This is an optimization exercise on Yosys and OpenROAD, whose aim is small area, a short achievable clock period and few clock cycles per item, not a production implementation.
RTL that was checked went through simulation tests only; none was proved equivalent to the original.
Power figures rest on the tool's default switching activity, not on a simulated workload. No driver is modelled on the clock port, so clocking that relies on it looks cheaper here than on a real chip.

== run X ==
Design ofdm_frame_sched, start of the top module:
module ofdm_frame_sched #(
    parameter int DW   = 8,
    parameter int NFFT = 128
) (
    input  logic          clk,
    input  logic          reset,
    input  logic          sym_valid,
    output logic          sym_ready,
    input  logic [DW-1:0] sym_i,
    input  logic [DW-1:0] sym_q,
    input  logic          sink_ready,
    output logic          sink_valid,
    output logic          sink_sop,
    output logic          sink_eop,
    output logic [DW-1:0] sink_real,
    output logic [DW-1:0] sink_imag,
    output logic          frame_done
);
For scale: about 1,600 cells after synthesis, about 1,100 flip-flops, about 41 I/O pins, ~25,000 um^2 of cells after synthesis.
==> module ofdm_frame_sched, before the edit <==
module ofdm_frame_sched #(
    parameter int DW   = 8,
    parameter int NFFT = 128
) (
    input  logic          clk,
    input  logic          reset,
    input  logic          sym_valid,
    output logic          sym_ready,
    input  logic [DW-1:0] sym_i,
    input  logic [DW-1:0] sym_q,
    input  logic          sink_ready,
    output logic          sink_valid,
    output logic          sink_sop,
    output logic          sink_eop,
    output logic [DW-1:0] sink_real,
    output logic [DW-1:0] sink_imag,
    output logic          frame_done
);
    localparam int H  = NFFT / 2;
    localparam int AW = $clog2(H);
    localparam int KW = $clog2(NFFT);
    localparam logic [DW-1:0] MIN_VAL = {1'b1, {(DW-1){1'b0}}};
    localparam logic [DW-1:0] MAX_VAL = {1'b0, {(DW-1){1'b1}}};
    logic [2*DW-1:0] ring [H];
    logic [2*DW-1:0] din;
    assign din = {sym_i, sym_q};
    logic [AW-1:0] wpos;      
    logic [AW-1:0] wr_j;      
    logic          wf;        
    logic [KW-1:0] rd_k;      
    logic          rf;        
    logic [AW-1:0] rpos;      
    logic          ahead;
    logic          accept;
    logic          avail;     
    logic          tap_ok;    
    logic          byp_ok;    
    logic [3:0]    wen;       
    logic          o_load;
    assign ahead  = wf ^ rf;
    assign accept = sym_valid && sym_ready;
    assign o_load = (!sink_valid || sink_ready) && (tap_ok || (byp_ok && sym_valid));
    always_ff @(posedge clk) begin
        ring[0] <= ring[H-1];
        for (int p = 1; p < H; p++) begin
            if (p < 8 && p[0] && sym_valid && wen[p/2]) ring[p] <= din;
            else                                          ring[p] <= ring[p-1];
        end
    end
    logic [AW-1:0] wpos_n, wr_j_n, rpos_n;
    logic [KW-1:0] rd_k_n;
    logic          wf_n, rf_n, ahead_n;
    always_comb begin
        wr_j_n = accept ? wr_j + 1'b1 : wr_j;
        wf_n   = (accept && wr_j == AW'(H - 1)) ? ~wf : wf;
        if (accept) wpos_n = (wr_j[1:0] == 2'd3) ? wpos - AW'(6) : wpos + AW'(2);
        else        wpos_n = wpos + 1'b1;
        rd_k_n = o_load ? rd_k + 1'b1 : rd_k;
        rf_n   = (o_load && rd_k == KW'(NFFT - 1)) ? ~rf : rf;
        if (!o_load)              rpos_n = rpos + 1'b1;
        else if (!rd_k[KW-1])     rpos_n = (rd_k[1:0] == 2'd3) ? rpos - AW'(6) : rpos + AW'(2);
        else                      rpos_n = (rd_k[1:0] == 2'd0) ? rpos + AW'(8) : rpos;
        ahead_n = wf_n ^ rf_n;
    end
    logic sym_ready_n, avail_n;
    always_comb begin
        sym_ready_n = (wpos_n[AW-1:3] == '0) && wpos_n[0] &&
                      (!ahead_n || (wr_j_n == '0 && rd_k_n[KW-1] && rd_k_n[KW-2:0] != '0));
        avail_n     = ahead_n || (rd_k_n[AW-1:0] != wr_j_n);
    end
    always_ff @(posedge clk) begin
        if (reset) begin
            wpos      <= AW'(1);
            wr_j      <= '0;
            wf        <= 1'b0;
            rd_k      <= '0;
            rf        <= 1'b0;
            rpos      <= '0;
            sym_ready <= 1'b1;
            wen       <= 4'b0001;
            avail     <= 1'b0;
            tap_ok    <= 1'b0;
            byp_ok    <= 1'b1;
        end else begin
            wpos      <= wpos_n;
            wr_j      <= wr_j_n;
            wf        <= wf_n;
            rd_k      <= rd_k_n;
            rf        <= rf_n;
            rpos      <= rpos_n;
            sym_ready <= sym_ready_n;
            for (int i = 0; i < 4; i++)
                wen[i] <= sym_ready_n && (wpos_n[2:0] == 3'(2*i+1));
            avail     <= avail_n;
            tap_ok    <= avail_n && (rpos_n[2:0] == 3'd0);
            byp_ok    <= !avail_n && sym_ready_n;
        end
    end
    logic [2*DW-1:0] tap [H/8];
    logic [2*DW-1:0] smp;
    logic [DW-1:0]   si, sq, re_n, im_n;
    always_comb for (int e = 0; e < H/8; e++) tap[e] = ring[8*e];
    assign smp = avail ? tap[rpos[AW-1:3]] : din;
    assign si  = smp[2*DW-1:DW];
    assign sq  = smp[DW-1:0];
    always_comb begin
        re_n = si;
        im_n = sq;
        if (rd_k == '0) begin
            im_n = '0;
        end else if (rd_k == KW'(H)) begin
            re_n = sq;
            im_n = '0;
        end else if (rd_k[KW-1]) begin
            im_n = (sq == MIN_VAL) ? MAX_VAL : -sq;
        end
    end
    always_ff @(posedge clk) begin
        if (reset) begin
            sink_valid <= 1'b0;
        end else begin
            sink_valid <= o_load || (sink_valid && !sink_ready);
        end
    end
    always_ff @(posedge clk) begin
        if (o_load) begin
            sink_sop  <= (rd_k == '0);
            sink_eop  <= (rd_k == KW'(NFFT - 1));
            sink_real <= re_n;
            sink_imag <= im_n;
        end
    end
    assign frame_done = sink_valid && sink_ready && sink_eop;
endmodule
Settings: LEC_CHECK=0, CAP_MARGIN=20, CORE_MARGIN=2, CORE_UTILIZATION=50, CTS_BUF_LIST=sky130_fd_sc_hd__clkbuf_16, CTS_CLUSTER_DIAMETER=60, CTS_CLUSTER_SIZE=30, PLACE_DENSITY=0.65, SETUP_SLACK_MARGIN=3.65, SLEW_MARGIN=20; clock period 6.5 ns.
standard.sh (not shown) runs the stock make flow with config.mk's settings and CLKGATE_MAP_FILE= SYNTH_SCRIPT=/design/flow/synth_recipe.tcl, a recipe that flattens the netlist after the stock synthesis.
==> flow/flow/run.sh <==
#!/bin/bash
set -euo pipefail
export BUFFER_PORTS_ARGS="-buffer_cell sky130_fd_sc_hd__buf_2"
export CTS_ARGS="-sink_clustering_enable -repair_clock_nets -buf_list sky130_fd_sc_hd__clkbuf_16 -sink_clustering_size 32 -sink_clustering_max_diameter 80 -dont_use_dummy_load"
bash standard.sh > standard_flow.log 2>&1
[inputs] run E vs run X
--- a/flow/design.v
+++ b/flow/design.v
@@ -29,24 +29,23 @@
     logic          wf;        
     logic [KW-1:0] rd_k;      
     logic          rf;        
     logic [AW-1:0] rpos;      
     logic          ahead;
     logic          accept;
-    logic          avail;     
-    logic          tap_ok;    
-    logic          byp_ok;    
-    logic [3:0]    wen;       
-    logic          o_load;
+    logic          avail;
+    logic          o_load, r_tap;
     assign ahead  = wf ^ rf;
     assign accept = sym_valid && sym_ready;
-    assign o_load = (!sink_valid || sink_ready) && (tap_ok || (byp_ok && sym_valid));
+    assign avail  = ahead || (rd_k[AW-1:0] != wr_j);
+    assign r_tap  = (rpos[2:0] == 3'd0);
+    assign o_load = (!sink_valid || sink_ready) && (avail ? r_tap : accept);
     always_ff @(posedge clk) begin
         ring[0] <= ring[H-1];
         for (int p = 1; p < H; p++) begin
-            if (p < 8 && p[0] && sym_valid && wen[p/2]) ring[p] <= din;
+            if (p < 8 && p[0] && accept && wpos == AW'(p)) ring[p] <= din;
             else                                          ring[p] <= ring[p-1];
         end
     end
     logic [AW-1:0] wpos_n, wr_j_n, rpos_n;
     logic [KW-1:0] rd_k_n;
     logic          wf_n, rf_n, ahead_n;
@@ -59,44 +58,30 @@
         rf_n   = (o_load && rd_k == KW'(NFFT - 1)) ? ~rf : rf;
         if (!o_load)              rpos_n = rpos + 1'b1;
         else if (!rd_k[KW-1])     rpos_n = (rd_k[1:0] == 2'd3) ? rpos - AW'(6) : rpos + AW'(2);
         else                      rpos_n = (rd_k[1:0] == 2'd0) ? rpos + AW'(8) : rpos;
         ahead_n = wf_n ^ rf_n;
     end
-    logic sym_ready_n, avail_n;
-    always_comb begin
-        sym_ready_n = (wpos_n[AW-1:3] == '0) && wpos_n[0] &&
-                      (!ahead_n || (wr_j_n == '0 && rd_k_n[KW-1] && rd_k_n[KW-2:0] != '0));
-        avail_n     = ahead_n || (rd_k_n[AW-1:0] != wr_j_n);
-    end
     always_ff @(posedge clk) begin
         if (reset) begin
             wpos      <= AW'(1);
             wr_j      <= '0;
             wf        <= 1'b0;
             rd_k      <= '0;
             rf        <= 1'b0;
             rpos      <= '0;
             sym_ready <= 1'b1;
-            wen       <= 4'b0001;
-            avail     <= 1'b0;
-            tap_ok    <= 1'b0;
-            byp_ok    <= 1'b1;
         end else begin
             wpos      <= wpos_n;
             wr_j      <= wr_j_n;
             wf        <= wf_n;
             rd_k      <= rd_k_n;
             rf        <= rf_n;
             rpos      <= rpos_n;
-            sym_ready <= sym_ready_n;
-            for (int i = 0; i < 4; i++)
-                wen[i] <= sym_ready_n && (wpos_n[2:0] == 3'(2*i+1));
-            avail     <= avail_n;
-            tap_ok    <= avail_n && (rpos_n[2:0] == 3'd0);
-            byp_ok    <= !avail_n && sym_ready_n;
+            sym_ready <= (wpos_n[AW-1:3] == '0) && wpos_n[0] &&
+                         (!ahead_n || (wr_j_n == '0 && rd_k_n[KW-1] && rd_k_n[KW-2:0] != '0));
         end
     end
     logic [2*DW-1:0] tap [H/8];
     logic [2*DW-1:0] smp;
     logic [DW-1:0]   si, sq, re_n, im_n;
     always_comb for (int e = 0; e < H/8; e++) tap[e] = ring[8*e];
==> summary.txt <==
When the final numbers for run E and run X were put side by side, the cell depth of the worst setup path turned out to be smaller in run E. Per the comparison of run E with run X, global placer's final weighted congestion lower; sequential group power rose about 5%; synthesized area now smaller; proportion of power drawn by combinational gates higher; routed wire length lower. Run E vs. run X: detailed route wirelength on metal2 went down by 3.9%. Looking at global-route layer with the greatest usage, the met1 result is from run E; the met2 one comes from run X. Run E vs run X: power density normalized to cell area up. Delta (run E minus run X): largest incremental delay on the critical path went down; fraction of the cycle the final worst path needs went down; cell area did not really move.
Testbench counts of run E, summed over its fixed seeds: cycles 16,392, frames 128.
Function not checked in run X: the RTL went through the layout flow alone.

-- what the ideal ports hide --
Ports are ideal in the flow. The routed layouts listed here were re-timed in OpenROAD. Step 1 sets driving cells, clkbuf_16 on the clock port and buf_2 on the other inputs (assumed; they add their load-dependent delay and slew). Step 2 adds t to the input delays and takes it off the output delays; t is the mean of the earliest and latest rising clock arrival at the registers after step 1. Input paths then give back, and output paths get back, about the clock's delay inside the block. Three values: ideal ports, drivers, drivers and shift; two values: the first two.
run | t (ns) | slack for setup (ns) | hold slack, ns | clock arrival spread, ns | slew at the worst register clock pin (ns)
run X | 0.625 | 3.312 / 3.312 / 3.049 | 0.309 / 0.309 / 0.309 | 0.073 / 0.073 | 0.12 / 0.12
run E | 0.629 | 3.548 / 3.513 / 3.212 | 0.291 / 0.291 / 0.291 | 0.075 / 0.075 | 0.11 / 0.11
After both steps every run listed still meets setup and hold. The setup slack of run E, which loses most, moves by -0.035 ns with the drivers and by -0.336 ns with both steps.
